This design comes from an exercise in tuning for small area, a short achievable clock period and few clock cycles per item on the open sky130 flow, not from production work.
In this exercise RTL edits were held to simulation tests only and were not proved equivalent to the original.
No activity file was given, so power comes from the tool's default toggle rates.

==> design/flow/design.v <==
module process_scheduler #(
  parameter int NUM_PROC = 32,
  parameter int IDX_W    = 5,
  parameter int ADDR_W   = 16
) (
  input  logic              clock,
  input  logic              reset,
  input  logic              create_en,
  input  logic [IDX_W-1:0]  create_idx,
  input  logic [ADDR_W-1:0] create_pc,
  input  logic              save_en,
  input  logic [IDX_W-1:0]  save_idx,
  input  logic [ADDR_W-1:0] save_pc,
  input  logic              save_halt,
  input  logic              sched_req,
  output logic              sched_busy,
  output logic              sched_done,
  output logic              next_valid,
  output logic [IDX_W-1:0]  indice_prox_proc,
  output logic [ADDR_W-1:0] pc_prox_proc,
  output logic [IDX_W:0]    ready_count
);
  logic [NUM_PROC-1:0] r_rdy;
  logic [ADDR_W-1:0]   r_pc [NUM_PROC];
  logic [IDX_W-1:0]    r_last;
  logic                r_valid;
  logic                r_pend;
  logic [IDX_W:0]      r_cnt;
  logic [NUM_PROC-1:0] w_hi, w_rdy_hi, w_oh_hi, w_oh_all, w_c0_oh;
  logic                w_any_hi, w_c0_v;
  logic [IDX_W-1:0]    w_c0_idx;
  logic [ADDR_W-1:0]   w_c0_pc;
  always_comb begin
    logic seen_hi, seen_all;
    seen_hi  = 1'b0;
    seen_all = 1'b0;
    for (int i = 0; i < NUM_PROC; i++) begin
      w_hi[i]     = (i != 0) && (IDX_W'(i) > r_last);
      w_rdy_hi[i] = r_rdy[i] & w_hi[i];
      w_oh_hi[i]  = w_rdy_hi[i] & ~seen_hi;
      w_oh_all[i] = r_rdy[i] & ~seen_all;
      seen_hi     = seen_hi | w_rdy_hi[i];
      seen_all    = seen_all | r_rdy[i];
    end
    w_any_hi = seen_hi;
    w_c0_v   = seen_all;
    w_c0_oh  = w_any_hi ? w_oh_hi : w_oh_all;
    w_c0_idx = '0;
    w_c0_pc  = '0;
    for (int i = 1; i < NUM_PROC; i++) begin
      w_c0_idx = w_c0_idx | ({IDX_W{w_c0_oh[i]}} & IDX_W'(i));
      w_c0_pc  = w_c0_pc | ({ADDR_W{w_c0_oh[i]}} & r_pc[i]);
    end
  end
  logic w_cv, w_sv, w_svr, w_svh;
  assign w_cv  = create_en && create_idx != '0;
  assign w_sv  = save_en && save_idx != '0 && !(w_cv && create_idx == save_idx);
  assign w_svr = w_sv && !save_halt;
  assign w_svh = w_sv && save_halt;
  logic c_wrap, s_wrap, a_wrap;
  logic c_le_a, s_le_a, c_lt_s;
  assign c_wrap = create_idx <= r_last;
  assign s_wrap = save_idx <= r_last;
  assign a_wrap = !w_any_hi;
  assign c_le_a = (c_wrap != a_wrap) ? a_wrap : (create_idx <= w_c0_idx);
  assign s_le_a = (s_wrap != a_wrap) ? a_wrap : (save_idx <= w_c0_idx);
  assign c_lt_s = (c_wrap != s_wrap) ? s_wrap : (create_idx < save_idx);
  logic w_req, w_slow, w_fast;
  logic w_sel_c, w_sel_s, w_sel_a, w_hit;
  logic [IDX_W-1:0]  w_sel_idx;
  logic [ADDR_W-1:0] w_sel_pc;
  assign w_req   = sched_req | r_pend;
  assign w_slow  = sched_req && w_svh && w_c0_v && save_idx == w_c0_idx;
  assign w_fast  = w_req && !w_slow;
  assign w_sel_c = w_cv && (!w_c0_v || c_le_a) && (!w_svr || c_lt_s);
  assign w_sel_s = w_svr && !w_sel_c && (!w_c0_v || s_le_a);
  assign w_sel_a = w_c0_v && !w_sel_c && !w_sel_s;
  assign w_hit   = w_cv || w_svr || w_c0_v;
  assign w_sel_idx = w_sel_c ? create_idx : (w_sel_s ? save_idx : w_c0_idx);
  assign w_sel_pc  = w_sel_c ? create_pc : (w_sel_s ? save_pc : w_c0_pc);
  logic [NUM_PROC-1:0] w_wc, w_ws, w_rdy_nxt;
  always_comb begin
    for (int i = 0; i < NUM_PROC; i++) begin
      w_wc[i] = w_cv && create_idx == IDX_W'(i);
      w_ws[i] = w_sv && save_idx == IDX_W'(i);
      w_rdy_nxt[i] = (w_wc[i] | (w_ws[i] ? !save_halt : r_rdy[i])) &
                     ~(w_fast & ((w_sel_c & w_wc[i]) | (w_sel_s & w_ws[i]) |
                                 (w_sel_a & w_c0_oh[i])));
    end
    w_rdy_nxt[0] = 1'b0;
  end
  always_ff @(posedge clock) begin
    for (int i = 1; i < NUM_PROC; i++) begin
      logic wr_c, wr_s, hold;
      wr_c = w_wc[i];
      wr_s = w_ws[i] & !save_halt;
      hold = !(wr_c | wr_s);
      r_pc[i] <= ({ADDR_W{wr_c}} & create_pc) | ({ADDR_W{wr_s}} & save_pc) |
                 ({ADDR_W{hold}} & r_pc[i]);
    end
  end
  logic c_old, s_old;
  logic [IDX_W:0] w_cnt_nxt;
  assign c_old = r_rdy[create_idx];
  assign s_old = r_rdy[save_idx];
  always_comb begin
    w_cnt_nxt = r_cnt;
    if (w_cv && !c_old) w_cnt_nxt = w_cnt_nxt + 1'b1;
    if (w_svr && !s_old) w_cnt_nxt = w_cnt_nxt + 1'b1;
    if (w_svh && s_old) w_cnt_nxt = w_cnt_nxt - 1'b1;
    if (w_fast && w_hit) w_cnt_nxt = w_cnt_nxt - 1'b1;
  end
  always_ff @(posedge clock) begin
    if (reset) begin
      r_rdy        <= '0;
      r_cnt        <= '0;
      r_pend       <= 1'b0;
      sched_done   <= 1'b0;
      r_valid      <= 1'b0;
      r_last       <= '0;
      pc_prox_proc <= '0;
    end else begin
      r_rdy      <= w_rdy_nxt;
      r_cnt      <= w_cnt_nxt;
      r_pend     <= sched_req && w_slow;
      sched_done <= w_fast;
      if (w_fast) begin
        r_valid      <= w_hit;
        pc_prox_proc <= w_sel_pc;
        if (w_hit) r_last <= w_sel_idx;
      end
    end
  end
  assign sched_busy       = r_pend;
  assign next_valid       = r_valid;
  assign indice_prox_proc = r_valid ? r_last : '0;
  assign ready_count      = r_cnt;
endmodule
==> design/flow/run.sh <==
#!/bin/bash
# synth_recipe.tcl (not shown) runs the flow's synth.tcl, then flattens the netlist and writes it again
# the make line also repeats each setting of config.mk as NAME=value (left out here)
make -C /OpenROAD-flow-scripts/flow DESIGN_CONFIG=/design/flow/config.mk WORK_HOME=/design/flow/orfs CLKGATE_MAP_FILE= SYNTH_SCRIPT=/design/flow/synth_recipe.tcl finish
==> design/flow/config.mk <==
export PLATFORM = sky130hd
export DESIGN_NAME = process_scheduler
export DESIGN_NICKNAME = process_scheduler
export VERILOG_FILES = /design/flow/design.v
export SDC_FILE = /design/flow/constraint.sdc
export NUM_CORES = 4
export LEC_CHECK = 0
export CAP_MARGIN = 20
export CORE_MARGIN = 2
export CORE_UTILIZATION = 40
export SLEW_MARGIN = 20
==> design/flow/constraint.sdc <==
create_clock -name core_clock -period 20.0 [get_ports {clock}]
set_input_delay 4.0000 -clock core_clock [delete_from_list [all_inputs] [get_ports {clock}]]
set_output_delay 4.0000 -clock core_clock [all_outputs]
set_load 0.01 [all_outputs]
==> flow_summary_export.csv, run 1 <==
group,metric,value,unit
worst_setup_path,reg2reg_from,"r_last[2]",
floorplanning,die_w,274,µm
logic_synthesis,ys.flop_type,"dfxtp_1",
sta,fin_crit_sh,0.420,
logic_synthesis,ys_seq_area_frac,0.382,
clock_tree,cts-hold-fix-buffers,0,
cells_and_area,finalInstanceArea,0.0332,mm²
floorplanning,io_pins,78,
cells_and_area,fin_nets,3819,
clock_tree,cts_tree,"done",
floorplanning,fp-row-count,99,
logic_synthesis,synth.distinct_cells,87,
logic_synthesis,netlist.area_leader.share,0.382,
floorplanning,die_h,274,µm
clock_tree,worstSkewPairLatency,650,ps
clock_tree,clkSlewWorstSetupHoldPaths,60,ps
drt,ant_nets,0,
power,power,3.55,mW
worst_setup_path,critPathRequiredTime,20540,ps
cells_and_area,areaGrowthSynthToFinish,13.7,%
power,leakagePower,14.0,nW
grt,grt.total_usage,0.388,
cells_and_area,layout-drive-gt1-share,0.101,
drt,wl_per_cell,31.6,µm
worst_setup_path,start_kind,"flop",
drt,drtIter0Drc,5753,
worst_hold_path,hold_path_end,"r_pc[20][13]",
sta,relSlewSlack,0.191,
sta,worst_pin_slew,1210,ps
drt,first_pass_iters,11,
worst_setup_path,worstRegToRegCells,20,
sta,grt_setup_unrepaired,"false",
grt,grt_pass1_vias,29700,
worst_hold_path,whs_path_depth,2,
clock_tree,clock-root-buffer,"clkbuf_16",
sta,slew_violations,0,
logic_synthesis,synth_warnings,2,
logic_synthesis,synth-edff-count,0,
cells_and_area,finish.utilization,0.457,
clock_tree,h-tree-depth,3,
clock_tree,cts_resized,0,
sta,whs,438,ps
sta,tns,0,ps
logic_synthesis,synth_cells,3788,
power,power_per_cell_area,107,mW/mm²
floorplanning,initial_utilization,0.402,
placement,io_buffers,77,
logic_synthesis,yosysMostFrequentCell,"nand2_1",
worst_hold_path,min-delay-start,"r_pc[20][13]",
grt,overflow,0,
floorplanning,die_area,0.0752,mm²
sta,finalSetupViolCount,0,
power,ir_drop,0.0549,mV
logic_synthesis,netlist_area,0.0292,mm²
drt,routed_wl,150000,µm
worst_setup_path,crit_path_end_kind,"flop",
logic_synthesis,postSynthAreaPerCell,7.71,µm²
run,maxCapViolCount,0,
sta,min_period,8390,ps
sta,fmax,119,MHz
grt,grt_pass1_wl,214000,µm
placement,dpl.hpwl,96800,µm
placement,globalplace.congestion,1.01,
clock_tree,cts_sinks,557,
logic_synthesis,synth.ff_latch_count,557,
worst_setup_path,reg2reg_to,"pc_prox_proc[1]",
drt,viasPerCell,6.86,
grt,antenna_found_initial,6,
clock_tree,clk_path_buf_depth,3,
drt,num_vias,32600,
clock_tree,cts_buffers,66,
cells_and_area,antennaDiodeCount,0,
placement,place_area,0.0310,mm²
logic_synthesis,async_flop_share,0,
logic_synthesis,synth_common_cells,"nand2_1, a22oi_1, dfxtp_1",
worst_setup_path,arrival,8930,ps
logic_synthesis,yosys-top-cells-area,"dfxtp_1, a22oi_1, nand2_1",
floorplanning,core_area,0.0726,mm²
outcome,status,"timing/DRC/antenna clean",
logic_synthesis,synth_area_leader_cell,"dfxtp_1",
drt,drc,0,
sta,hold_viol,0,
grt,grt_max_degree,85,
sta,fin_worst_skew,35.8,ps
clock_tree,post_cts_buffers,0,
worst_setup_path,critPathMaxFanout,48,
worst_setup_path,r2r_slack,11610,ps
worst_hold_path,worstHoldPathType,"reg -> reg",
worst_setup_path,worstSetupPathType,"reg -> reg",
## stage by stage
| step | cells | setup slack (ps) |
|---|---|---|
| 2_1_floorplan | 3788 | 12490 |
| 5_1_grt | 4748 | 11470 |
| 6_report | 4748 | 11610 |
| 4_1_cts | 4745 | 12040 |
| 3_5_place_dp | 4630 | 11480 |
| 3_3_place_gp | 4630 | 11560 |
## where the power goes
group / leakage [nW] / internal, mW / total, mW / switching, mW
combinational: 8.31 / 0.253 / 0.722 / 0.469
clock: 1.03 / 0.687 / 1.22 / 0.531
sequential: 4.64 / 1.38 / 1.61 / 0.234
total: 14.0 / 2.32 / 3.55 / 1.23
## sequential cells by signal, summed over array words and instances (netlist names)
signal / count
r_pc: 496
r_rdy: 31
pc_prox_proc: 16
r_cnt: 6
r_last: 5
r_pend: 1
r_valid: 1
sched_done: 1
## critical path: stages (launching register included)
cell,delay (ps)
dfxtp_1,890
nand3_1,400
nand3_1,730
nand4_1,500
or4_4,800
nor4_4,1000
or2_1,570
or3_1,210
nor2_1,80
and3_1,240
ha_1,310
nand4_1,110
inv_1,80
nand2_1,60
nor4b_1,530
a21o_2,220
buf_4,540
a22oi_1,290
nand4_1,290
nor4_1,80
a211oi_1,280
## placed cells by master (no fill, tap or decap), types with 11 or more instances in the layout
cell type        synthesis  final
a211oi_1                61     61
a21boi_0                20     20
a21oi_1                 74     73
a221o_1                 13     13
a221oi_1                51     51
a222oi_1                60     60
a22o_1                  41     41
a22oi_1                585    585
a31oi_1                 18     17
a32oi_1                 16     16
and2_1                  13     13
and3_1                  21     21
buf_2                   33     27
buf_4                    4    143
clkbuf_1               288     17
clkbuf_16                0     66
clkbuf_8                 0     16
clkdlybuf4s50_1          0     51
dfxtp_1                557    557
ha_1                    29     29
inv_1                   28     28
mux2_2                  11     11
nand2_1               1157   1156
nand2b_1                12     12
nand3_1                 68     68
nand4_1                 58     58
nor2_1                 192    175
nor2_2                   0     16
nor2b_1                 14     14
nor3_1                  51     41
nor3_2                   1     11
nor4_1                  37     30
o211ai_1                11     11
o21ai_0                 32     32
xnor2_1                 13     13
## per-layer routing
| metal | GRT usage | wire [µm] | vias up |
|---|---|---|---|
| met5 | 0 | 26 | - |
| met4 | 0.243 | 10800 | 4 |
| met3 | 0.109 | 19900 | 549 |
| met2 | 0.564 | 61700 | 2680 |
| met1 | 0.506 | 57600 | 15400 |
| li1 | - | - | 13900 |
## logic make-up (layout without fill, tap and decap cells)
group,Yosys count,count (layout),synth area share
compound gates,1103,1103,0.291
mux,27,27,0.0136
xor+xnor,16,16,0.00480
flops,557,557,0.382
simple gates,1691,1691,0.247
buf+inv,365,366,0.0492
fa+ha+maj,29,29,0.0124
## how the worst max path moves through the flow
stage                        startpoint         endpoint  slack [ps]  cells after the start
after global placement    create_idx[0]        r_last[4]       11560                     13
after CTS                     r_last[2]        r_last[4]       12040                     21
after global routing          r_last[2]        r_last[4]       11470                     21
after detailed placement  create_idx[0]        r_last[4]       11480                     13
final                         r_last[2]  pc_prox_proc[1]       11610                     20
after floorplan           create_idx[0]         r_cnt[5]       12490                     16
## layout make-up
| cell class | instances | area [µm²] |
|---|---|---|
| Sequential cell | 557 | 11200 |
| Timing Repair Buffer | 223 | 1740 |
| Clock inverter | 17 | 203 |
| Tap cell | 959 | 1200 |
| Inverter | 28 | 105 |
| Clock buffer | 98 | 1920 |
| Fill cell | 7275 | 39400 |
| Multi-Input combinational cell | 2866 | 16900 |
Testbench counts, summed over its fixed seeds: cycles 2,408, requests 2,400.
==> run 2, diff against run 1 <==
--- a/design/flow/design.v
+++ b/design/flow/design.v
@@ -30,13 +30,17 @@
   logic                w_any_hi, w_c0_v;
   logic [IDX_W-1:0]    w_c0_idx;
   logic [ADDR_W-1:0]   w_c0_pc;
+  logic [NUM_PROC-1:0] w_before;
   always_comb begin
     logic seen_hi, seen_all;
+    logic [NUM_PROC-1:0] p_hi, p_all;
     seen_hi  = 1'b0;
     seen_all = 1'b0;
     for (int i = 0; i < NUM_PROC; i++) begin
       w_hi[i]     = (i != 0) && (IDX_W'(i) > r_last);
       w_rdy_hi[i] = r_rdy[i] & w_hi[i];
+      p_hi[i]     = seen_hi;
+      p_all[i]    = seen_all;
       w_oh_hi[i]  = w_rdy_hi[i] & ~seen_hi;
       w_oh_all[i] = r_rdy[i] & ~seen_all;
       seen_hi     = seen_hi | w_rdy_hi[i];
@@ -45,6 +49,7 @@
     w_any_hi = seen_hi;
     w_c0_v   = seen_all;
     w_c0_oh  = w_any_hi ? w_oh_hi : w_oh_all;
+    w_before = (w_hi & p_hi) | (~w_hi & ({NUM_PROC{w_any_hi}} | p_all));
     w_c0_idx = '0;
     w_c0_pc  = '0;
     for (int i = 1; i < NUM_PROC; i++) begin
@@ -57,23 +62,31 @@
   assign w_sv  = save_en && save_idx != '0 && !(w_cv && create_idx == save_idx);
   assign w_svr = w_sv && !save_halt;
   assign w_svh = w_sv && save_halt;
-  logic c_wrap, s_wrap, a_wrap;
-  logic c_le_a, s_le_a, c_lt_s;
-  assign c_wrap = create_idx <= r_last;
-  assign s_wrap = save_idx <= r_last;
-  assign a_wrap = !w_any_hi;
-  assign c_le_a = (c_wrap != a_wrap) ? a_wrap : (create_idx <= w_c0_idx);
-  assign s_le_a = (s_wrap != a_wrap) ? a_wrap : (save_idx <= w_c0_idx);
-  assign c_lt_s = (c_wrap != s_wrap) ? s_wrap : (create_idx < save_idx);
+  function automatic logic lt_idx(input logic [IDX_W-1:0] a, input logic [IDX_W-1:0] b);
+    logic lt, eq;
+    lt = 1'b0;
+    eq = 1'b1;
+    for (int k = IDX_W - 1; k >= 0; k--) begin
+      lt = lt | (eq & ~a[k] & b[k]);
+      eq = eq & ~(a[k] ^ b[k]);
+    end
+    lt_idx = lt;
+  endfunction
+  logic c_first, s_first, c_lt_s, c_hi, s_hi;
+  assign c_first = !w_before[create_idx];
+  assign s_first = !w_before[save_idx];
+  assign c_hi    = w_hi[create_idx];
+  assign s_hi    = w_hi[save_idx];
+  assign c_lt_s  = (c_hi != s_hi) ? c_hi : lt_idx(create_idx, save_idx);
   logic w_req, w_slow, w_fast;
   logic w_sel_c, w_sel_s, w_sel_a, w_hit;
   logic [IDX_W-1:0]  w_sel_idx;
   logic [ADDR_W-1:0] w_sel_pc;
   assign w_req   = sched_req | r_pend;
-  assign w_slow  = sched_req && w_svh && w_c0_v && save_idx == w_c0_idx;
+  assign w_slow  = sched_req && w_svh && r_rdy[save_idx] && s_first;
   assign w_fast  = w_req && !w_slow;
-  assign w_sel_c = w_cv && (!w_c0_v || c_le_a) && (!w_svr || c_lt_s);
-  assign w_sel_s = w_svr && !w_sel_c && (!w_c0_v || s_le_a);
+  assign w_sel_c = w_cv && c_first && (!w_svr || c_lt_s);
+  assign w_sel_s = w_svr && !w_sel_c && s_first;
   assign w_sel_a = w_c0_v && !w_sel_c && !w_sel_s;
   assign w_hit   = w_cv || w_svr || w_c0_v;
   assign w_sel_idx = w_sel_c ? create_idx : (w_sel_s ? save_idx : w_c0_idx);
@@ -99,16 +112,34 @@
                  ({ADDR_W{hold}} & r_pc[i]);
     end
   end
-  logic c_old, s_old;
-  logic [IDX_W:0] w_cnt_nxt;
-  assign c_old = r_rdy[create_idx];
-  assign s_old = r_rdy[save_idx];
+  logic c_old, s_old, d_c, d_s_up, d_s_dn, d_sel;
+  logic [IDX_W:0] w_cnt_nxt, cnt_p1, cnt_p2, cnt_m1, cnt_m2;
+  assign c_old  = r_rdy[create_idx];
+  assign s_old  = r_rdy[save_idx];
+  assign d_c    = w_cv && !c_old;
+  assign d_s_up = w_svr && !s_old;
+  assign d_s_dn = w_svh && s_old;
+  assign d_sel  = w_fast && w_hit;
+  function automatic logic [IDX_W:0] step_cnt(input logic [IDX_W:0] x, input logic down);
+    logic c;
+    c = 1'b1;
+    for (int k = 0; k <= IDX_W; k++) begin
+      step_cnt[k] = x[k] ^ c;
+      c = c & (x[k] ^ down);
+    end
+  endfunction
+  assign cnt_p1 = step_cnt(r_cnt, 1'b0);
+  assign cnt_p2 = step_cnt(cnt_p1, 1'b0);
+  assign cnt_m1 = step_cnt(r_cnt, 1'b1);
+  assign cnt_m2 = step_cnt(cnt_m1, 1'b1);
   always_comb begin
-    w_cnt_nxt = r_cnt;
-    if (w_cv && !c_old) w_cnt_nxt = w_cnt_nxt + 1'b1;
-    if (w_svr && !s_old) w_cnt_nxt = w_cnt_nxt + 1'b1;
-    if (w_svh && s_old) w_cnt_nxt = w_cnt_nxt - 1'b1;
-    if (w_fast && w_hit) w_cnt_nxt = w_cnt_nxt - 1'b1;
+    case ({d_c, d_s_up, d_s_dn, d_sel})
+      4'b1100:                            w_cnt_nxt = cnt_p2;
+      4'b1000, 4'b0100, 4'b1101:          w_cnt_nxt = cnt_p1;
+      4'b0011:                            w_cnt_nxt = cnt_m2;
+      4'b0010, 4'b0001, 4'b1011:                w_cnt_nxt = cnt_m1;
+      default:                            w_cnt_nxt = r_cnt;
+    endcase
   end
   always_ff @(posedge clock) begin
     if (reset) begin
==> design/flow/flow/run.sh (new file) <==
#!/bin/bash
set -euo pipefail
bash standard.sh SETUP_SLACK_MARGIN=14 synth floorplan place > flow_part1_synth_floorplan_place.log 2>&1
bash standard.sh SETUP_SLACK_MARGIN=13.5 cts > flow_part2_cts.log 2>&1
bash standard.sh SETUP_SLACK_MARGIN=0 finish > flow_part3_route_finish.log 2>&1
==> design/flow/standard.sh (new file) <==
#!/bin/bash
# synth_recipe.tcl (not shown) runs the flow's synth.tcl, then flattens the netlist and writes it again
# the make line also repeats each setting of config.mk as NAME=value (left out here)
make -C /OpenROAD-flow-scripts/flow DESIGN_CONFIG=/design/flow/config.mk WORK_HOME=/design/flow/orfs CLKGATE_MAP_FILE= SYNTH_SCRIPT=/design/flow/synth_recipe.tcl "${@:-finish}"
--- a/design/flow/config.mk
+++ b/design/flow/config.mk
@@ -8,4 +8,7 @@
 export CAP_MARGIN = 20
 export CORE_MARGIN = 2
 export CORE_UTILIZATION = 40
+export CTS_BUF_LIST = sky130_fd_sc_hd__clkbuf_8
+export CTS_CLUSTER_DIAMETER = 80
+export CTS_CLUSTER_SIZE = 12
 export SLEW_MARGIN = 20
removed: design/flow/run.sh
==> run 2 against run 1 <==
Against the previous run:
- still clean on timing, DRC and antenna
- synthesized cell count up 0.71%
- utilization up 0.57 points
- critical path depth down 7
- setup slack better by 1600 ps
- non-clock buffer count up 62
- sequential power down 6%
- first-iteration DRC count down 3.8%
- die area up 0.32%
- routed wire length down 0.39%
- highest routed layer unchanged
==> flow_summary_export.csv, run 2 <==
group,metric,value,unit
worst_setup_path,crit_path_end_kind,"flop",
logic_synthesis,synth_area_leader_cell,"dfxtp_1",
sta,postLayoutSetupSlackWorst,13240,ps
logic_synthesis,synth_mux_area_frac,0.0189,
cells_and_area,areaGrowthSynthToFinish,14.9,%
drt,drtIter0Drc,5535,
worst_setup_path,start_kind,"primary input",
cells_and_area,layout_commonest_cell,"nand2_1",
cells_and_area,layout_top_registers,"r_pc: 496 flops, r_rdy: 31 flops, pc_prox_proc: 16 flops",
logic_synthesis,synthSimpleGateAreaFrac,0.257,
power,combPwrFrac,0.259,
sta,fin_worst_skew,24.5,ps
cells_and_area,final_cell_mix,"nand2_1, a22oi_1, dfxtp_1",
sta,grt_setup_unrepaired,"false",
grt,overflow,0,
clock_tree,cts_tree,"done",
logic_synthesis,async_flop_share,0,
placement,globalplace.congestion,1.06,
cells_and_area,layout-drive-gt1-share,0.128,
sta,worst_pin_slew,1190,ps
placement,io_buffers,77,
power,swShare,0.359,
logic_synthesis,synth-compound-area-share,0.280,
outcome,status,"timing/DRC/antenna clean",
clock_tree,clk_path_buf_depth,3,
floorplanning,initial_utilization,0.403,
logic_synthesis,synth.ff_latch_count,557,
placement,dp_cells,4650,
sta,tns,0,ps
power,power_per_cell_area,87.3,mW/mm²
floorplanning,io_pins,78,
clock_tree,clkSlewWorstSetupHoldPaths,100,ps
worst_setup_path,critPathMaxFanout,35,
drt,drc,0,
grt,grt_pass1_vias,29900,
logic_synthesis,synth-edff-count,0,
sta,min_period,6760,ps
power,internal_power,1.88,mW
logic_synthesis,synth_warnings,2,
sta,fin_crit_sh,0.338,
logic_synthesis,synth_cells,3815,
clock_tree,h-tree-depth,2,
worst_setup_path,crit_chain,"clkdlybuf4s15_2 -> inv_2 -> ha_4 -> o2111ai_2 -> o41ai_4 -> or3_4 -> o21ai_1 -> o31a_1 -> a21oi_4 -> buf_12 -> buf_16 -> a211oi_1 -> a2111oi_0",
logic_synthesis,synth_xor_area_frac,0.00299,
worst_setup_path,critPathRequiredTime,20570,ps
logic_synthesis,postSynthAreaPerCell,7.68,µm²
clock_tree,worstSkewPairLatency,710,ps
worst_setup_path,worstSetupPathType,"in -> reg",
logic_synthesis,ys_seq_area_frac,0.381,
cells_and_area,fin_nets,3871,
power,power,2.94,mW
grt,grt.total_usage,0.385,
power,clkPwrFrac,0.222,
placement,dpl.hpwl,92200,µm
logic_synthesis,synth_top_family_by_area,"compound AO/OA/AOI/OAI gates",
drt,num_vias,32800,
sta,fmax,148,MHz
logic_synthesis,netlist.area_leader.share,0.381,
grt,grt_max_degree,61,
drt,wl_per_cell,31.3,µm
logic_synthesis,synth.distinct_cells,99,
floorplanning,die_w,275,µm
drt,ant_nets,0,
grt,antenna_found_initial,5,
clock_tree,clock-root-buffer,"clkbuf_8",
run,maxCapViolCount,0,
power,p_seq_frac,0.519,
worst_setup_path,cp_slowest_cell,"o41ai_4",
cells_and_area,top_register,"r_pc",
placement,pre_cts_ws,11350,ps
logic_synthesis,synth_common_cells,"nand2_1, a22oi_1, dfxtp_1",
sta,finalSetupViolCount,0,
power,leakagePower,14.2,nW
floorplanning,die_h,275,µm
clock_tree,cts_sinks,557,
worst_hold_path,worstHoldPathType,"reg -> reg",
worst_setup_path,arrival,7320,ps
logic_synthesis,netlist_area,0.0293,mm²
floorplanning,die_area,0.0754,mm²
power,netSwitchingPower,1.06,mW
drt,viasPerCell,6.87,
sta,hold_viol,0,
worst_setup_path,slowest_delay,530,ps
logic_synthesis,yosysMostFrequentCell,"nand2_1",
cells_and_area,finalNonFillerCells,4772,
drt,routed_wl,149000,µm
clock_tree,cts_buffers,53,
sta,relSlewSlack,0.205,
cells_and_area,largest_register_ffs,496,
sta,slew_violations,0,
logic_synthesis,synth_fa_ha_area_frac,0.00863,
floorplanning,fp-row-count,99,
logic_synthesis,yosys-top-cells-area,"dfxtp_1, a22oi_1, nand2_1",
floorplanning,core_area,0.0727,mm²
drt,first_pass_iters,8,
power,ir_drop,0.0511,mV
logic_synthesis,ys.flop_type,"dfxtp_1",
cells_and_area,finish.utilization,0.463,
grt,grt_pass1_wl,214000,µm
-- run 2: changes by cell type after synthesis, moves of 12 or more --
cell / delta
a2111oi_0: +34
a211oi_1: -33
a21boi_0: -16
a21oi_1: -24
a221oi_1: -25
a22o_1: -17
a311oi_1: +14
a32oi_1: -15
clkbuf_1: +17
ha_1: -12
mux4_2: +12
nand2_1: +15
nor3_1: +33
o21ai_0: +23
-- run 2: timing repair --
item / 4_1_cts / 5_1_grt
setup endpoints to repair: 558 / 0
hold buffers: 0 / 0
gates resized for setup: 122 / 0
buffers inserted: 49 / 0
-- run 2: worst paths after layout --
| path | start | to | slack, ps | depth (start not counted) |
|---|---|---|---|---|
| worst max-delay path | create_idx[4] | r_rdy[9] | 13240 | 13 |
| worst min-delay path | r_pc[15][14] | r_pc[15][14] | 440 | 2 |
| worst max register to register | r_last[4] | r_last[1] | 13480 | 14 |
| worst min register to register | r_pc[15][14] | r_pc[15][14] | 440 | 2 |
-- run 2: routing by layer --
metal	global-route usage	part of all wire	routed length, µm
met5	0	0.000087	13
met4	0.259	0.077	11500
met3	0.0944	0.13	19100
met2	0.571	0.42	63200
met1	0.495	0.37	55700
-- run 2: kinds of logic (layout without fill, tap and decap cells) --
logic type               after synthesis  count (layout)
multiplexers                          29              29
flip-flops                           557             557
adder cells (fa/ha/maj)               21              21
AO/OA/AOI/OAI                       1069            1071
XOR/XNOR                              10              10
AND/OR/NAND/NOR                     1748            1748
buffers and inverters                381             374
other                                  0               3
-- run 2: power groups by stage --
stage	Clock (mW)	Sequential (mW)	Combinational, mW
floorplan	0	1.49	0.483
global placement	0	1.54	0.680
detailed placement	0	1.54	0.686
CTS	0.649	1.51	0.737
global route	0.690	1.55	0.820
finish	0.651	1.52	0.762
-- run 2: layout make-up --
type,instances,area (µm²)
flip-flops and latches,557,11200
clock buffers,53,729
inverters,30,126
multi-input cells,2879,17600
repair buffers,285,2780
diodes,3,7.51
clock inverters,6,42.5
well taps,959,1200
fillers,7232,39100
-- run 2: per-stage QoR --
stage / cell area (µm²) / hold WS (ps)
3_5_place_dp: 31700 / 432
5_1_grt: 33600 / 453
4_1_cts: 33600 / 445
2_1_floorplan: 30300 / 418
6_report: 33700 / 442
3_3_place_gp: 31700 / 428
-- run 2: worst max-delay path, delay by kind of cell --
family | cells | cell delay (ps)
AO/OA/AOI/OAI | 7 | 1760
AND/OR/NAND/NOR | 1 | 390
buffers and inverters | 4 | 850
adder cells (fa/ha/maj) | 1 | 300
Testbench counts of run 2, summed over its fixed seeds: cycles 2,408, requests 2,400.
==> run 3, diff against run 2 <==
--- a/design/flow/design.v
+++ b/design/flow/design.v
@@ -57,8 +57,9 @@
       w_c0_pc  = w_c0_pc | ({ADDR_W{w_c0_oh[i]}} & r_pc[i]);
     end
   end
-  logic w_cv, w_sv, w_svr, w_svh;
+  logic w_cv, w_sr, w_sv, w_svr, w_svh;
   assign w_cv  = create_en && create_idx != '0;
+  assign w_sr  = save_en && save_idx != '0 && !save_halt;
   assign w_sv  = save_en && save_idx != '0 && !(w_cv && create_idx == save_idx);
   assign w_svr = w_sv && !save_halt;
   assign w_svh = w_sv && save_halt;
@@ -72,30 +73,30 @@
     end
     lt_idx = lt;
   endfunction
-  logic c_first, s_first, c_lt_s, c_hi, s_hi;
+  logic c_first, s_first, c_le_s, c_hi, s_hi;
   assign c_first = !w_before[create_idx];
   assign s_first = !w_before[save_idx];
   assign c_hi    = w_hi[create_idx];
   assign s_hi    = w_hi[save_idx];
-  assign c_lt_s  = (c_hi != s_hi) ? c_hi : lt_idx(create_idx, save_idx);
+  assign c_le_s  = (c_hi != s_hi) ? c_hi : !lt_idx(save_idx, create_idx);
   logic w_req, w_slow, w_fast;
   logic w_sel_c, w_sel_s, w_sel_a, w_hit;
   logic [IDX_W-1:0]  w_sel_idx;
   logic [ADDR_W-1:0] w_sel_pc;
   assign w_req   = sched_req | r_pend;
-  assign w_slow  = sched_req && w_svh && r_rdy[save_idx] && s_first;
+  assign w_slow  = sched_req && save_en && save_halt && r_rdy[save_idx] && s_first;
   assign w_fast  = w_req && !w_slow;
-  assign w_sel_c = w_cv && c_first && (!w_svr || c_lt_s);
-  assign w_sel_s = w_svr && !w_sel_c && s_first;
+  assign w_sel_c = w_cv && c_first && (!w_sr || c_le_s);
+  assign w_sel_s = w_sr && !w_sel_c && s_first;
   assign w_sel_a = w_c0_v && !w_sel_c && !w_sel_s;
-  assign w_hit   = w_cv || w_svr || w_c0_v;
+  assign w_hit   = w_cv || w_sr || w_c0_v;
   assign w_sel_idx = w_sel_c ? create_idx : (w_sel_s ? save_idx : w_c0_idx);
   assign w_sel_pc  = w_sel_c ? create_pc : (w_sel_s ? save_pc : w_c0_pc);
   logic [NUM_PROC-1:0] w_wc, w_ws, w_rdy_nxt;
   always_comb begin
     for (int i = 0; i < NUM_PROC; i++) begin
-      w_wc[i] = w_cv && create_idx == IDX_W'(i);
-      w_ws[i] = w_sv && save_idx == IDX_W'(i);
+      w_wc[i] = (i != 0) && create_en && create_idx == IDX_W'(i);
+      w_ws[i] = (i != 0) && save_en && save_idx == IDX_W'(i);
       w_rdy_nxt[i] = (w_wc[i] | (w_ws[i] ? !save_halt : r_rdy[i])) &
                      ~(w_fast & ((w_sel_c & w_wc[i]) | (w_sel_s & w_ws[i]) |
                                  (w_sel_a & w_c0_oh[i])));
@@ -106,7 +107,7 @@
     for (int i = 1; i < NUM_PROC; i++) begin
       logic wr_c, wr_s, hold;
       wr_c = w_wc[i];
-      wr_s = w_ws[i] & !save_halt;
+      wr_s = w_ws[i] & w_svr;
       hold = !(wr_c | wr_s);
       r_pc[i] <= ({ADDR_W{wr_c}} & create_pc) | ({ADDR_W{wr_s}} & save_pc) |
                  ({ADDR_W{hold}} & r_pc[i]);
==> design/flow/flow/run.sh (replaced) <==
#!/bin/bash
set -euo pipefail
K=("BUFFER_PORTS_ARGS=-buffer_cell sky130_fd_sc_hd__buf_4" REMOVE_ABC_BUFFERS=1)
bash standard.sh "${K[@]}" SETUP_SLACK_MARGIN=14 synth floorplan place > flow_part1_synth_floorplan_place.log 2>&1
bash standard.sh "${K[@]}" SETUP_SLACK_MARGIN=13.5 cts > flow_part2_cts.log 2>&1
bash standard.sh "${K[@]}" SETUP_SLACK_MARGIN=13.5 finish > flow_part3_route_finish.log 2>&1
==> run 3 against run 2 <==
Against the previous run:
- first-iteration DRC count decreased by 16%
- highest routed layer unchanged
- combinational power shrank 6.0%
- non-clock buffer count decreased by 30
- total power is 2.7% lower
- critical endpoint is now r_cnt[4]
- routed wire length fell by 2.2%
- die area is 0.16% lower
- clock power about the same
- largest cell class unchanged
- critical path depth fell by 2
- register-to-register slack better by 230 ps
- sequential cell count did not move
==> flow_summary_export.csv, run 3 <==
group,metric,value,unit
drt,ant_nets,0,
outcome,status,"timing/DRC/antenna clean",
logic_synthesis,synth_cells,3848,
floorplanning,core_area,0.0727,mm²
logic_synthesis,async_flop_share,0,
power,power,2.86,mW
placement,io_buffers,77,
worst_hold_path,whs_path_depth,2,
worst_setup_path,worstSetupPathType,"in -> reg",
power,internal_power,1.85,mW
grt,grt_pass1_wl,212000,µm
floorplanning,io_pins,78,
worst_setup_path,cp_slowest_cell,"mux4_2",
worst_setup_path,reg2reg_from,"r_last[2]",
drt,routed_wl,146000,µm
grt,grt.total_usage,0.378,
run,maxCapViolCount,0,
cells_and_area,areaGrowthSynthToFinish,11.6,%
cells_and_area,fin_nets,3872,
drt,drtIter0Drc,4654,
sta,tns,0,ps
logic_synthesis,synth_area_leader_cell,"dfxtp_1",
logic_synthesis,ys.flop_type,"dfxtp_1",
power,power_per_cell_area,87.5,mW/mm²
logic_synthesis,netlist_area,0.0292,mm²
sta,whs,444,ps
logic_synthesis,synth.distinct_cells,88,
power,leakagePower,13.7,nW
cells_and_area,finalNonFillerCells,4772,
worst_setup_path,start_kind,"primary input",
sta,fin_crit_sh,0.326,
drt,wl_per_cell,30.6,µm
placement,dp_cells,4673,
grt,antenna_found_initial,3,
clock_tree,clk_path_buf_depth,3,
grt,grt_pass1_vias,30000,
worst_setup_path,worstRegToRegCells,17,
drt,num_vias,32200,
worst_setup_path,arrival,7090,ps
worst_setup_path,cp_top_family,"multiplexers",
clock_tree,h-tree-depth,2,
sta,worst_pin_slew,1170,ps
floorplanning,die_w,274,µm
sta,min_period,6520,ps
cells_and_area,final_cell_mix,"nand2_1, dfxtp_1, a22oi_1",
sta,finalSetupViolCount,0,
floorplanning,initial_utilization,0.402,
logic_synthesis,synth.ff_latch_count,557,
power,netSwitchingPower,1.01,mW
floorplanning,die_area,0.0753,mm²
logic_synthesis,synth_common_cells,"nand2_1, dfxtp_1, a22oi_1",
worst_hold_path,worstHoldPathType,"reg -> reg",
logic_synthesis,yosysMostFrequentCell,"nand2_1",
sta,hold_viol,0,
power,ir_drop,0.0490,mV
worst_setup_path,critPathRequiredTime,20570,ps
placement,dpl.hpwl,91500,µm
logic_synthesis,ys_seq_area_frac,0.381,
worst_setup_path,slowest_delay,540,ps
worst_hold_path,hold_path_end,"r_pc[4][5]",
clock_tree,worstSkewPairLatency,720,ps
cells_and_area,layout_top_registers,"r_pc: 496 flops, r_rdy: 31 flops, pc_prox_proc: 16 flops",
logic_synthesis,netlist.area_leader.share,0.381,
cells_and_area,layout_commonest_cell,"nand2_1",
sta,fmax,153,MHz
cells_and_area,layout-drive-gt1-share,0.119,
worst_setup_path,r2r_slack,13710,ps
power,swShare,0.353,
logic_synthesis,yosys-top-cells-area,"dfxtp_1, nand2_1, a22oi_1",
cells_and_area,largest_register_ffs,496,
clock_tree,cts_buffers,52,
sta,grt_setup_unrepaired,"true",
clock_tree,cts_tree,"done",
power,p_seq_frac,0.521,
clock_tree,clkSlewWorstSetupHoldPaths,100,ps
drt,drc,0,
sta,relSlewSlack,0.223,
clock_tree,cts_sinks,557,
worst_setup_path,crit_chain,"buf_12 -> mux4_2 -> mux4_2 -> mux2i_4 -> nand3_1 -> xor2_2 -> nand2b_1 -> or3_1 -> o21ai_2 -> a221o_1 -> a21oi_1",
cells_and_area,top_register,"r_pc",
logic_synthesis,postSynthAreaPerCell,7.60,µm²
drt,first_pass_iters,7,
worst_setup_path,critPathMaxFanout,22,
floorplanning,die_h,274,µm
grt,grt_max_degree,60,
worst_setup_path,path_buf_inv,1,
grt,overflow,0,
power,clkPwrFrac,0.228,
worst_setup_path,reg2reg_to,"r_rdy[23]",
logic_synthesis,synth-edff-count,0,
worst_hold_path,min-delay-start,"r_pc[4][5]",
logic_synthesis,synth_warnings,2,
worst_setup_path,crit_path_end_kind,"flop",
drt,viasPerCell,6.74,
floorplanning,fp-row-count,99,
clock_tree,clock-root-buffer,"clkbuf_8",
sta,fin_worst_skew,49.3,ps
worst_setup_path,cp_common_cell,"mux4_2",
placement,globalplace.congestion,0.993,
power,combPwrFrac,0.250,
sta,slew_violations,0,
==> run 3: worst max path at each step <==
stage / depth (start not counted) / slack, ps / end / from
after floorplan: 12 / 12310 / r_rdy[19] / save_idx[1]
after global placement: 16 / 11410 / r_rdy[24] / save_idx[0]
after detailed placement: 16 / 11200 / r_rdy[16] / save_idx[0]
after CTS: 15 / 13450 / r_rdy[16] / save_idx[1]
after global routing: 11 / 13400 / r_cnt[4] / save_idx[0]
final: 11 / 13480 / r_cnt[4] / save_idx[0]
==> run 3: worst reg2reg max path: cells and delay by family (launching register included) <==
kind,cells,cell delay (ps)
flip-flops,1,350
AND/OR/NAND/NOR,5,2520
AO/OA/AOI/OAI,6,1610
buffers and inverters,5,1120
multiplexers,1,570
==> run 3: power by group through the flow <==
stage                     Sequential [mW]  Combinational [mW]  Clock, mW
after floorplan                      1.48               0.377          0
after global placement               1.51               0.645          0
after detailed placement             1.51               0.650          0
after CTS                            1.48               0.679      0.654
after global routing                 1.51               0.775      0.690
final                                1.49               0.716      0.652
==> run 3: cell families after synthesis <==
kind of cell / count (synthesis) / synth area share
adders and majority gates: 19 / 0.00796
xor gates and xnor gates: 7 / 0.00210
AOI/OAI and AO/OA: 1078 / 0.280
buffers and inverters: 379 / 0.0504
muxes: 33 / 0.0216
and+or+nand+nor: 1775 / 0.257
DFF: 557 / 0.381
==> run 3: layout make-up <==
type | count | area, µm²
flip-flops and latches | 557 | 11200
diodes | 1 | 2.50
repair buffers | 255 | 2270
fillers | 7325 | 40100
well taps | 959 | 1200
multi-input cells | 2912 | 17100
clock inverters | 3 | 18.8
inverters | 29 | 140
clock buffers | 56 | 771
==> run 3: what timing repair did <==
| item | in CTS | in global routing |
|---|---|---|
| setup buffers | 18 | 13 |
| gates resized for setup | 61 | 63 |
| gates cloned | 5 | 3 |
| endpoints found under the setup margin | 317 | 248 |
| hold buffers | 0 | 0 |
| pin swaps | 7 | 12 |
==> run 3: per-stage QoR <==
| stage | util | worst slack, ps | instance area [µm²] |
|---|---|---|---|
| after floorplan | - | 12310 | 27900 |
| after global placement | 0.424 | 11410 | 30800 |
| after detailed placement | 0.424 | 11200 | 30900 |
| after CTS | 0.443 | 13450 | 32200 |
| after global routing | 0.449 | 13400 | 32600 |
| final | 0.449 | 13480 | 32600 |
==> run 3: layer usage <==
| layer | global-route usage | up-vias | share of wire | wire (µm) |
|---|---|---|---|---|
| li1 | - | 14000 | - | - |
| met1 | 0.487 | 15500 | 0.38 | 56100 |
| met2 | 0.573 | 2242 | 0.44 | 63700 |
| met3 | 0.0800 | 466 | 0.11 | 16200 |
| met4 | 0.240 | 2 | 0.069 | 10100 |
| met5 | 0 | - | 0.000089 | 13 |
Testbench counts of run 3, summed over its fixed seeds: cycles 2,408, requests 2,400.
==> run 4, diff against run 3 <==
--- a/design/flow/design.v
+++ b/design/flow/design.v
@@ -26,7 +26,7 @@
   logic                r_valid;
   logic                r_pend;
   logic [IDX_W:0]      r_cnt;
-  logic [NUM_PROC-1:0] w_hi, w_rdy_hi, w_oh_hi, w_oh_all, w_c0_oh;
+  logic [NUM_PROC-1:0] w_hi, w_rdy_hi, w_c0_oh;
   logic                w_any_hi, w_c0_v;
   logic [IDX_W-1:0]    w_c0_idx;
   logic [ADDR_W-1:0]   w_c0_pc;
@@ -39,17 +39,17 @@
     for (int i = 0; i < NUM_PROC; i++) begin
       w_hi[i]     = (i != 0) && (IDX_W'(i) > r_last);
       w_rdy_hi[i] = r_rdy[i] & w_hi[i];
-      p_hi[i]     = seen_hi;
-      p_all[i]    = seen_all;
-      w_oh_hi[i]  = w_rdy_hi[i] & ~seen_hi;
-      w_oh_all[i] = r_rdy[i] & ~seen_all;
-      seen_hi     = seen_hi | w_rdy_hi[i];
-      seen_all    = seen_all | r_rdy[i];
     end
-    w_any_hi = seen_hi;
-    w_c0_v   = seen_all;
-    w_c0_oh  = w_any_hi ? w_oh_hi : w_oh_all;
+    p_hi  = w_rdy_hi << 1;
+    p_all = r_rdy << 1;
+    for (int d = 1; d < NUM_PROC; d = d * 2) begin
+      p_hi  = p_hi | (p_hi << d);
+      p_all = p_all | (p_all << d);
+    end
+    w_any_hi = |w_rdy_hi;
+    w_c0_v   = |r_rdy;
     w_before = (w_hi & p_hi) | (~w_hi & ({NUM_PROC{w_any_hi}} | p_all));
+    w_c0_oh  = r_rdy & ~w_before;
     w_c0_idx = '0;
     w_c0_pc  = '0;
     for (int i = 1; i < NUM_PROC; i++) begin
==> design/flow/flow/run.sh (replaced) <==
#!/bin/bash
set -euo pipefail
K=("BUFFER_PORTS_ARGS=-buffer_cell sky130_fd_sc_hd__buf_4" REMOVE_ABC_BUFFERS=1 SKIP_GATE_CLONING=1)
bash standard.sh "${K[@]}" SETUP_SLACK_MARGIN=14 synth floorplan place > flow_part1_synth_floorplan_place.log 2>&1
bash standard.sh "${K[@]}" SETUP_SLACK_MARGIN=13.5 cts > flow_part2_cts.log 2>&1
bash standard.sh "${K[@]}" SETUP_SLACK_MARGIN=13.5 finish > flow_part3_route_finish.log 2>&1
==> run 4 against run 3 <==
Against the previous run:
- still clean on timing, DRC and antenna
- global-route usage decreased by 0.73 points
- setup slack improved by 33 ps
- clock skew decreased by 4.4 ps
- area after synthesis decreased by 1.1%
- synthesized cell count decreased by 1.8%
- clock power increased by 2%
- cell area decreased by 1.6%
- sequential power about the same
- utilization about the same
- critical path type unchanged
- critical endpoint is now pc_prox_proc[7]
- largest cell class unchanged
- largest power group unchanged
==> flow_summary_export.csv, run 4 <==
group,metric,value,unit
outcome,status,"timing/DRC/antenna clean",
logic_synthesis,synth_cells,3780,
floorplanning,core_area,0.0715,mm²
logic_synthesis,netlist.area_leader.share,0.386,
grt,grt.total_usage,0.370,
sta,fmax,154,MHz
cells_and_area,fin_nets,3797,
worst_setup_path,slowest_delay,520,ps
grt,antenna_found_initial,3,
placement,dpl.hpwl,88800,µm
sta,fin_crit_sh,0.324,
floorplanning,die_w,273,µm
worst_setup_path,worstSetupPathType,"in -> reg",
power,power_per_cell_area,88.2,mW/mm²
floorplanning,io_pins,78,
clock_tree,cts_sinks,557,
cells_and_area,largest_register_ffs,496,
worst_setup_path,cp_top_family,"multiplexers",
floorplanning,fp-row-count,98,
sta,min_period,6480,ps
clock_tree,clkSlewWorstSetupHoldPaths,80,ps
cells_and_area,top_register,"r_pc",
floorplanning,die_area,0.0745,mm²
floorplanning,initial_utilization,0.404,
logic_synthesis,synth_warnings,2,
grt,grt_most_used_layer,"met2",
sta,postLayoutSetupSlackWorst,13520,ps
grt,use_met1,0.496,
cells_and_area,finish.utilization,0.449,
worst_setup_path,start_kind,"primary input",
cells_and_area,layout-drive-gt1-share,0.125,
worst_setup_path,path_buf_inv,4,
logic_synthesis,yosys-top-cells-area,"dfxtp_1, a22oi_1, nand2_1",
cells_and_area,finalInstanceArea,0.0321,mm²
logic_synthesis,async_flop_share,0,
floorplanning,die_h,273,µm
cells_and_area,areaGrowthSynthToFinish,11.1,%
placement,globalplace.congestion,1.02,
clock_tree,cts_tree,"done",
worst_hold_path,whs_path_depth,2,
worst_setup_path,crit_chain,"buf_16 -> mux4_2 -> mux4_2 -> a21oi_2 -> nand3b_1 -> or2_4 -> nor4_1 -> a31oi_1 -> buf_4 -> nand2_4 -> buf_12 -> or3b_4 -> buf_12 -> a211oi_2 -> a221o_1",
clock_tree,clk_path_buf_depth,3,
sta,tns,0,ps
drt,ant_nets,0,
worst_setup_path,cp_slowest_cell,"mux4_2",
drt,drc,0,
drt,viasPerCell,6.77,
worst_setup_path,worstSetupPathDepth,15,
sta,finalSetupViolCount,0,
grt,overflow,0,
worst_setup_path,reg2reg_to,"r_rdy[4]",
logic_synthesis,netlist_area,0.0289,mm²
placement,io_buffers,77,
logic_synthesis,yosysMostFrequentCell,"nand2_1",
placement,dp_cells,4583,
placement,place_area,0.0305,mm²
logic_synthesis,synth-edff-count,0,
worst_hold_path,worstHoldPathType,"reg -> reg",
clock_tree,cts_buffers,53,
worst_hold_path,min-delay-start,"r_pc[26][10]",
logic_synthesis,postSynthAreaPerCell,7.65,µm²
logic_synthesis,synth.ff_latch_count,557,
logic_synthesis,synth_area_leader_cell,"dfxtp_1",
power,power,2.83,mW
worst_hold_path,hold_path_end,"r_pc[26][10]",
clock_tree,worstSkewPairLatency,730,ps
worst_setup_path,crit_path_end_kind,"flop",
placement,pre_cts_ws,11580,ps
cells_and_area,layout_commonest_cell,"nand2_1",
worst_setup_path,worstRegToRegCells,16,
sta,grt_setup_unrepaired,"true",
cells_and_area,finalNonFillerCells,4688,
cells_and_area,final_cell_mix,"nand2_1, a22oi_1, dfxtp_1",
power,ir_drop,0.0622,mV
sta,whs,443,ps
logic_synthesis,synth.distinct_cells,90,
clock_tree,h-tree-depth,2,
sta,worst_pin_slew,1210,ps
grt,met3_usage,0.0959,
drt,wl_per_cell,30.4,µm
sta,fin_worst_skew,44.9,ps
run,maxCapViolCount,0,
grt,grt_pass1_wl,206000,µm
sta,hold_viol,0,
drt,routed_wl,142000,µm
logic_synthesis,ys_seq_area_frac,0.386,
grt,grtUsageMet2,0.545,
logic_synthesis,synth_common_cells,"nand2_1, a22oi_1, dfxtp_1",
worst_setup_path,critPathMaxFanout,11,
sta,relSlewSlack,0.196,
logic_synthesis,ys.flop_type,"dfxtp_1",
drt,first_pass_iters,9,
grt,grt_max_degree,50,
power,leakagePower,13.6,nW
drt,drtIter0Drc,5595,
worst_setup_path,reg2reg_from,"r_last[4]",
worst_setup_path,r2r_slack,13900,ps
cells_and_area,layout_top_registers,"r_pc: 496 flops, r_rdy: 31 flops, pc_prox_proc: 16 flops",
grt,grt_pass1_vias,29300,
sta,slew_violations,0,
worst_setup_path,arrival,7160,ps
worst_setup_path,critPathRequiredTime,20670,ps
clock_tree,clock-root-buffer,"clkbuf_8",
drt,num_vias,31700,
[run 4: cell types whose count changed after synthesis, moves of 14 or more]
cell / previous run / this run
a211oi_1: 46 / 28
a221o_1: 4 / 23
a222oi_1: 98 / 64
a22oi_1: 553 / 625
a31oi_1: 32 / 16
clkbuf_1: 314 / 328
nand2_1: 1196 / 1125
nand4_1: 53 / 37
nor3_1: 48 / 79
o21ai_0: 66 / 39
[run 4: layer usage]
| metal | vias to the layer above | wire (µm) |
|---|---|---|
| li1 | 13700 | - |
| met1 | 15000 | 55100 |
| met2 | 2514 | 59000 |
| met3 | 516 | 19500 |
| met4 | 2 | 8820 |
| met5 | - | 11 |
[run 4: final cells by class]
cell class,count,area [µm²]
antenna,1,2.50
clock buffer,53,729
clock inverter,7,61.3
fill,7263,39400
inverter,28,114
multi-input combinational,2844,16800
sequential,557,11200
tap,950,1190
timing repair buffer,248,2030
[run 4: where the power goes]
part	internal (mW)	total (mW)	leakage, nW	switching (mW)
Sequential	1.35	1.49	4.63	0.140
Combinational	0.234	0.677	8.55	0.443
Clock	0.242	0.663	0.407	0.421
Total	1.83	2.83	13.6	1.00
[run 4: how the worst max path moves through the flow]
stage                           end     startpoint
floorplan                  r_rdy[8]    save_idx[0]
global placement          r_rdy[31]  create_idx[1]
detailed placement         r_cnt[1]  create_idx[1]
CTS                        r_cnt[1]  create_idx[1]
global route               r_cnt[1]  create_idx[1]
finish              pc_prox_proc[7]    save_idx[0]
[run 4: tightest hold or removal path: stages, from the launching register on]
cell,delay [ps]
dfxtp_1,310
nand2_1,50
nand2_1,40
[run 4: cells by family after synthesis]
| group | after synthesis | synth area share |
|---|---|---|
| compound gates | 1050 | 0.279 |
| xor+xnor | 9 | 0.00273 |
| fa+ha+maj | 22 | 0.00909 |
| buf+inv | 379 | 0.0504 |
| flops | 557 | 0.386 |
| mux | 30 | 0.0178 |
| simple gates | 1733 | 0.256 |
[run 4: repair_timing]
action                                  in CTS  in global routing
endpoints found under the setup margin     555                216
hold buffers                                 0                  0
pin swaps                                    4                 13
buffers inserted                            23                 21
gates resized for setup                     44                 54
hold endpoints to repair                     0                  0
Testbench counts of run 4, summed over its fixed seeds: cycles 2,408, requests 2,400.
==> run 5, diff against run 4 <==
==> design/flow/flow/run.sh (replaced) <==
#!/bin/bash
set -euo pipefail
K=("BUFFER_PORTS_ARGS=-buffer_cell sky130_fd_sc_hd__buf_4" REMOVE_ABC_BUFFERS=1 SKIP_GATE_CLONING=1)
RESULTS=orfs/results/$FLOW_PLATFORM/process_scheduler/base
LIB=$FLOW_HOME/platforms/$FLOW_PLATFORM/lib/sky130_fd_sc_hd__tt_025C_1v80.lib

bash standard.sh "${K[@]}" SETUP_SLACK_MARGIN=14 synth floorplan > flow_part1_synth_floorplan.log 2>&1

# The platform's don't-use cells, as its config.mk lists them.
DONT_USE=$(sed -n '/^export DONT_USE_CELLS += /,/^$/p' "$FLOW_HOME/platforms/$FLOW_PLATFORM/config.mk" \
  | tr -s ' \\\t' '\n' | grep '^sky130' || true)
python3 flow/filter_lib.py "$LIB" lib_no_dont_use.lib $DONT_USE > flow_part2_filter_lib.log 2>&1
mkdir -p restructure_work
RS_RESULTS=$RESULTS RS_LIB=$LIB RS_LIB_FILTERED=$PWD/lib_no_dont_use.lib RS_WORK=$PWD/restructure_work \
  openroad -no_init -exit flow/restructure.tcl > flow_part3_restructure.log 2>&1
touch "$RESULTS/2_floorplan.odb"

bash standard.sh "${K[@]}" SETUP_SLACK_MARGIN=14 place > flow_part4_place.log 2>&1
bash standard.sh "${K[@]}" SETUP_SLACK_MARGIN=13.5 cts > flow_part5_cts.log 2>&1
bash standard.sh "${K[@]}" SETUP_SLACK_MARGIN=13.5 finish > flow_part6_route_finish.log 2>&1
==> design/flow/flow/filter_lib.py (new file) <==
#!/usr/bin/env python3
"""Copy a Liberty file without the cells named on the command line (glob patterns), so
that logic restructuring cannot pick a cell the platform marks don't-use."""
import fnmatch
import re
import sys

src, dst, pats = sys.argv[1], sys.argv[2], sys.argv[3:]
text = open(src).read()
out = []
pos = 0
cell_re = re.compile(r'^\s*cell\s*\(\s*"?([^")\s]+)"?\s*\)\s*\{', re.M)
dropped = 0
for m in cell_re.finditer(text):
    if m.start() < pos:
        continue
    name = m.group(1)
    if not any(fnmatch.fnmatch(name, p) for p in pats):
        continue
    depth, i = 0, m.end() - 1
    while True:
        c = text[i]
        if c == '{':
            depth += 1
        elif c == '}':
            depth -= 1
            if depth == 0:
                break
        i += 1
    out.append(text[pos:m.start()])
    pos = i + 1
    dropped += 1
out.append(text[pos:])
open(dst, 'w').write(''.join(out))
print(f"dropped {dropped} cells")
==> design/flow/flow/restructure.tcl (new file) <==
# Area-oriented logic restructuring (OpenROAD's restructure, which re-maps the
# combinational logic between registers with ABC) on the floorplanned design, before
# placement. Registers are not touched. The Liberty file given to ABC has the
# platform's don't-use cells removed.
set results $::env(RS_RESULTS)
read_db $results/2_floorplan.odb
read_liberty $::env(RS_LIB)
read_sdc $results/2_floorplan.sdc
source $::env(FLOW_HOME)/platforms/$::env(FLOW_PLATFORM)/setRC.tcl
report_design_area
restructure -target area -liberty_file $::env(RS_LIB_FILTERED) \
  -tielo_port sky130_fd_sc_hd__conb_1/LO -tiehi_port sky130_fd_sc_hd__conb_1/HI \
  -work_dir $::env(RS_WORK) -slack_threshold 0 -depth_threshold 16
report_design_area
write_db $results/2_floorplan.odb
==> run 5 against run 4 <==
Against the previous run:
- still clean
- sequential cell count stayed put
- setup slack got worse by 18 ps
- hold slack gained 22 ps
- clock power down 3%
- cell count decreased by 11%
- total power up 2.5%
- sequential share of layout area increased by 1.3 points
- synthesized cell count stayed put
- first-iteration DRC count rose by 42%
- largest cell class unchanged
- highest routed layer unchanged
==> flow_summary_export.csv, run 5 <==
group,metric,value,unit
outcome,status,"timing/DRC/antenna clean",
grt,grt_max_degree,38,
logic_synthesis,synthSimpleGateAreaFrac,0.256,
sta,slew_violations,0,
logic_synthesis,synth.distinct_cells,90,
drt,first_pass_iters,13,
floorplanning,core_area,0.0715,mm²
drt,drtIter0Drc,7965,
cells_and_area,top_register,"r_pc",
sta,min_period,6500,ps
worst_setup_path,slowest_delay,730,ps
logic_synthesis,synth_xor_area_frac,0.00273,
cells_and_area,finish.utilization,0.433,
worst_setup_path,crit_chain,"buf_4 -> clkinv_1 -> nor2_1 -> nand2_1 -> nor2_2 -> buf_4 -> nor2_4 -> a222oi_1 -> clkinv_1",
placement,dpl.hpwl,88800,µm
drt,drc,0,
sta,fin_crit_sh,0.325,
floorplanning,io_pins,78,
power,ir_drop,0.0420,mV
clock_tree,clock-root-buffer,"clkbuf_8",
clock_tree,cts-hold-fix-buffers,0,
clock_tree,clk_path_buf_depth,3,
grt,antenna_found_initial,3,
logic_synthesis,yosys-top-cells-area,"dfxtp_1, a22oi_1, nand2_1",
floorplanning,die_w,273,µm
sta,fin_worst_skew,39.7,ps
logic_synthesis,ys.flop_type,"dfxtp_1",
cells_and_area,fin_nets,3275,
drt,num_vias,30300,
logic_synthesis,ys_seq_area_frac,0.386,
sta,finalSetupViolCount,0,
logic_synthesis,synth_common_cells,"nand2_1, a22oi_1, dfxtp_1",
worst_setup_path,arrival,7060,ps
drt,wl_per_cell,33.9,µm
clock_tree,worstSkewPairLatency,680,ps
sta,relSlewSlack,0.252,
logic_synthesis,netlist.area_leader.share,0.386,
power,leakagePower,11.5,nW
worst_setup_path,worstSetupPathType,"in -> reg",
logic_synthesis,synth.ff_latch_count,557,
placement,io_buffers,77,
sta,worst_pin_slew,1120,ps
floorplanning,die_area,0.0745,mm²
cells_and_area,layout-drive-gt1-share,0.149,
logic_synthesis,synth_area_leader_cell,"dfxtp_1",
worst_hold_path,worstHoldPathType,"reg -> reg",
logic_synthesis,synth-edff-count,0,
floorplanning,fp-row-count,98,
logic_synthesis,synth_fa_ha_area_frac,0.00909,
cells_and_area,layout_top_registers,"r_pc: 496 flops, r_rdy: 31 flops, pc_prox_proc: 16 flops",
sta,grt_setup_unrepaired,"true",
cells_and_area,final_cell_mix,"clkinv_1, dfxtp_1, a222oi_1",
grt,grt_pass1_vias,28100,
grt,overflow,0,
logic_synthesis,netlist_area,0.0289,mm²
logic_synthesis,yosysMostFrequentCell,"nand2_1",
floorplanning,initial_utilization,0.404,
placement,globalplace.congestion,1.04,
cells_and_area,largest_register_ffs,496,
drt,routed_wl,142000,µm
cells_and_area,areaGrowthSynthToFinish,7.17,%
sta,tns,0,ps
clock_tree,cts_buffers,52,
worst_setup_path,crit_path_end_kind,"flop",
logic_synthesis,synth_mux_area_frac,0.0178,
clock_tree,cts_sinks,557,
logic_synthesis,synth_top_family_by_area,"compound AO/OA/AOI/OAI gates",
sta,fmax,154,MHz
floorplanning,die_h,273,µm
clock_tree,clkSlewWorstSetupHoldPaths,90,ps
logic_synthesis,synth-compound-area-share,0.279,
worst_setup_path,start_kind,"primary input",
sta,hold_viol,0,
power,power_per_cell_area,93.7,mW/mm²
logic_synthesis,async_flop_share,0,
logic_synthesis,synth_cells,3780,
grt,grt.total_usage,0.362,
clock_tree,h-tree-depth,2,
logic_synthesis,synth_warnings,2,
drt,ant_nets,0,
run,maxCapViolCount,0,
logic_synthesis,postSynthAreaPerCell,7.65,µm²
worst_setup_path,critPathMaxFanout,16,
grt,grt_pass1_wl,201000,µm
worst_setup_path,cp_slowest_cell,"nor2_2",
cells_and_area,layout_commonest_cell,"clkinv_1",
worst_setup_path,critPathRequiredTime,20560,ps
drt,viasPerCell,7.26,
clock_tree,cts_tree,"done",
==> run 5: cell counts after synthesis <==
Identical to the previous run, type by type.
==> run 5: cell families after synthesis <==
family          after synthesis
compound gates             1050
buf+inv                     379
xor+xnor                      9
mux                          30
flops                       557
simple gates               1733
fa+ha+maj                    22
==> run 5: power breakdown <==
group	total, mW	internal (mW)	leakage (nW)	switching [mW]
logic	0.751	0.280	6.41	0.471
registers	1.51	1.36	4.64	0.148
clock network	0.644	0.249	0.399	0.395
total	2.90	1.89	11.5	1.01
==> run 5: what timing repair did <==
item / 4_1_cts / 5_1_grt
gates resized for setup: 162 / 67
hold endpoints to repair: 0 / 0
endpoints found under the setup margin: 557 / 202
buffers inserted: 22 / 35
pin swaps: 7 / 16
==> run 5: final timing paths <==
check / cells after the start / to / slack (ps) / start
min reg2reg: 2 / r_pc[16][11] / 460 / r_pc[16][11]
min: 2 / r_pc[16][11] / 460 / r_pc[16][11]
max: 9 / r_pc[20][13] / 13500 / create_en
max reg2reg: 22 / pc_prox_proc[3] / 13560 / r_last[0]
==> run 5: metrics by stage <==
| step | hold WS (ps) | cells | setup slack (ps) | instance area (µm²) | power [mW] |
|---|---|---|---|---|---|
| CTS | 465 | 4142 | 13490 | 30400 | 2.85 |
| floorplan | 422 | 3429 | 9820 | 27600 | 1.85 |
| finish | 465 | 4179 | 13500 | 31000 | 2.90 |
| detailed placement | 445 | 4065 | 10210 | 28900 | 2.19 |
| global placement | 438 | 4065 | 10330 | 28900 | 2.18 |
| global route | 478 | 4179 | 13450 | 31000 | 3.02 |
==> run 5: area by class of cell <==
| type | count | area [µm²] |
|---|---|---|
| Fill cell | 7050 | 40500 |
| Multi-Input combinational cell | 1658 | 12900 |
| Sequential cell | 557 | 11200 |
| Inverter | 692 | 2780 |
| Timing Repair Buffer | 266 | 2210 |
| Tap cell | 950 | 1190 |
| Clock buffer | 53 | 729 |
| Clock inverter | 2 | 35.0 |
| Antenna cell | 1 | 2.50 |
==> run 5: critical path, delay by kind of cell <==
family	cells	cell delay [ps]
AO/OA/AOI/OAI	1	390
buffers and inverters	4	770
AND/OR/NAND/NOR	4	1880
==> run 5: routing by layer <==
metal	up-vias	global-route usage	wire, µm
met5	-	0	53
met3	606	0.0860	19900
met2	2770	0.530	59000
li1	12400	-	-
met1	14500	0.475	52100
met4	4	0.234	10800

## static timing again, ports no longer ideal
Ports are ideal in the flow. The routed layouts listed here were re-timed in OpenROAD. Step 1 (the two cells are an assumption about what drives the block):
set clk [get_ports {clock}]
set_driving_cell -lib_cell sky130_fd_sc_hd__clkbuf_16 $clk
set_driving_cell -lib_cell sky130_fd_sc_hd__buf_2 [delete_from_list [all_inputs] $clk]
Step 2 adds t to the input delays and takes it off the output delays; t is the mean of the earliest and latest rising clock arrival at the registers after step 1. Input paths then give back, and output paths get back, about the clock's delay inside the block. Three values: no drivers, after step 1, after step 2; two values: the first two.
run	t (ns)	setup slack, ns	clock arrival spread, ns	worst slew at a driven data input, ns
run 1	0.710	11.607 / 11.607 / 11.296	0.037 / 0.037	0.07
run 2	0.758	13.245 / 13.257 / 12.499	0.028 / 0.028	0.10
run 3	0.752	13.484 / 13.464 / 12.713	0.057 / 0.057	0.17
run 4	0.775	13.516 / 13.492 / 12.717	0.046 / 0.046	0.08
run 5	0.726	13.499 / 13.516 / 12.790	0.060 / 0.061	0.09
After both steps every run listed still meets setup and hold. For run 4, which loses most, drivers alone change the setup slack by -0.024 ns; drivers and shift together by -0.799 ns.
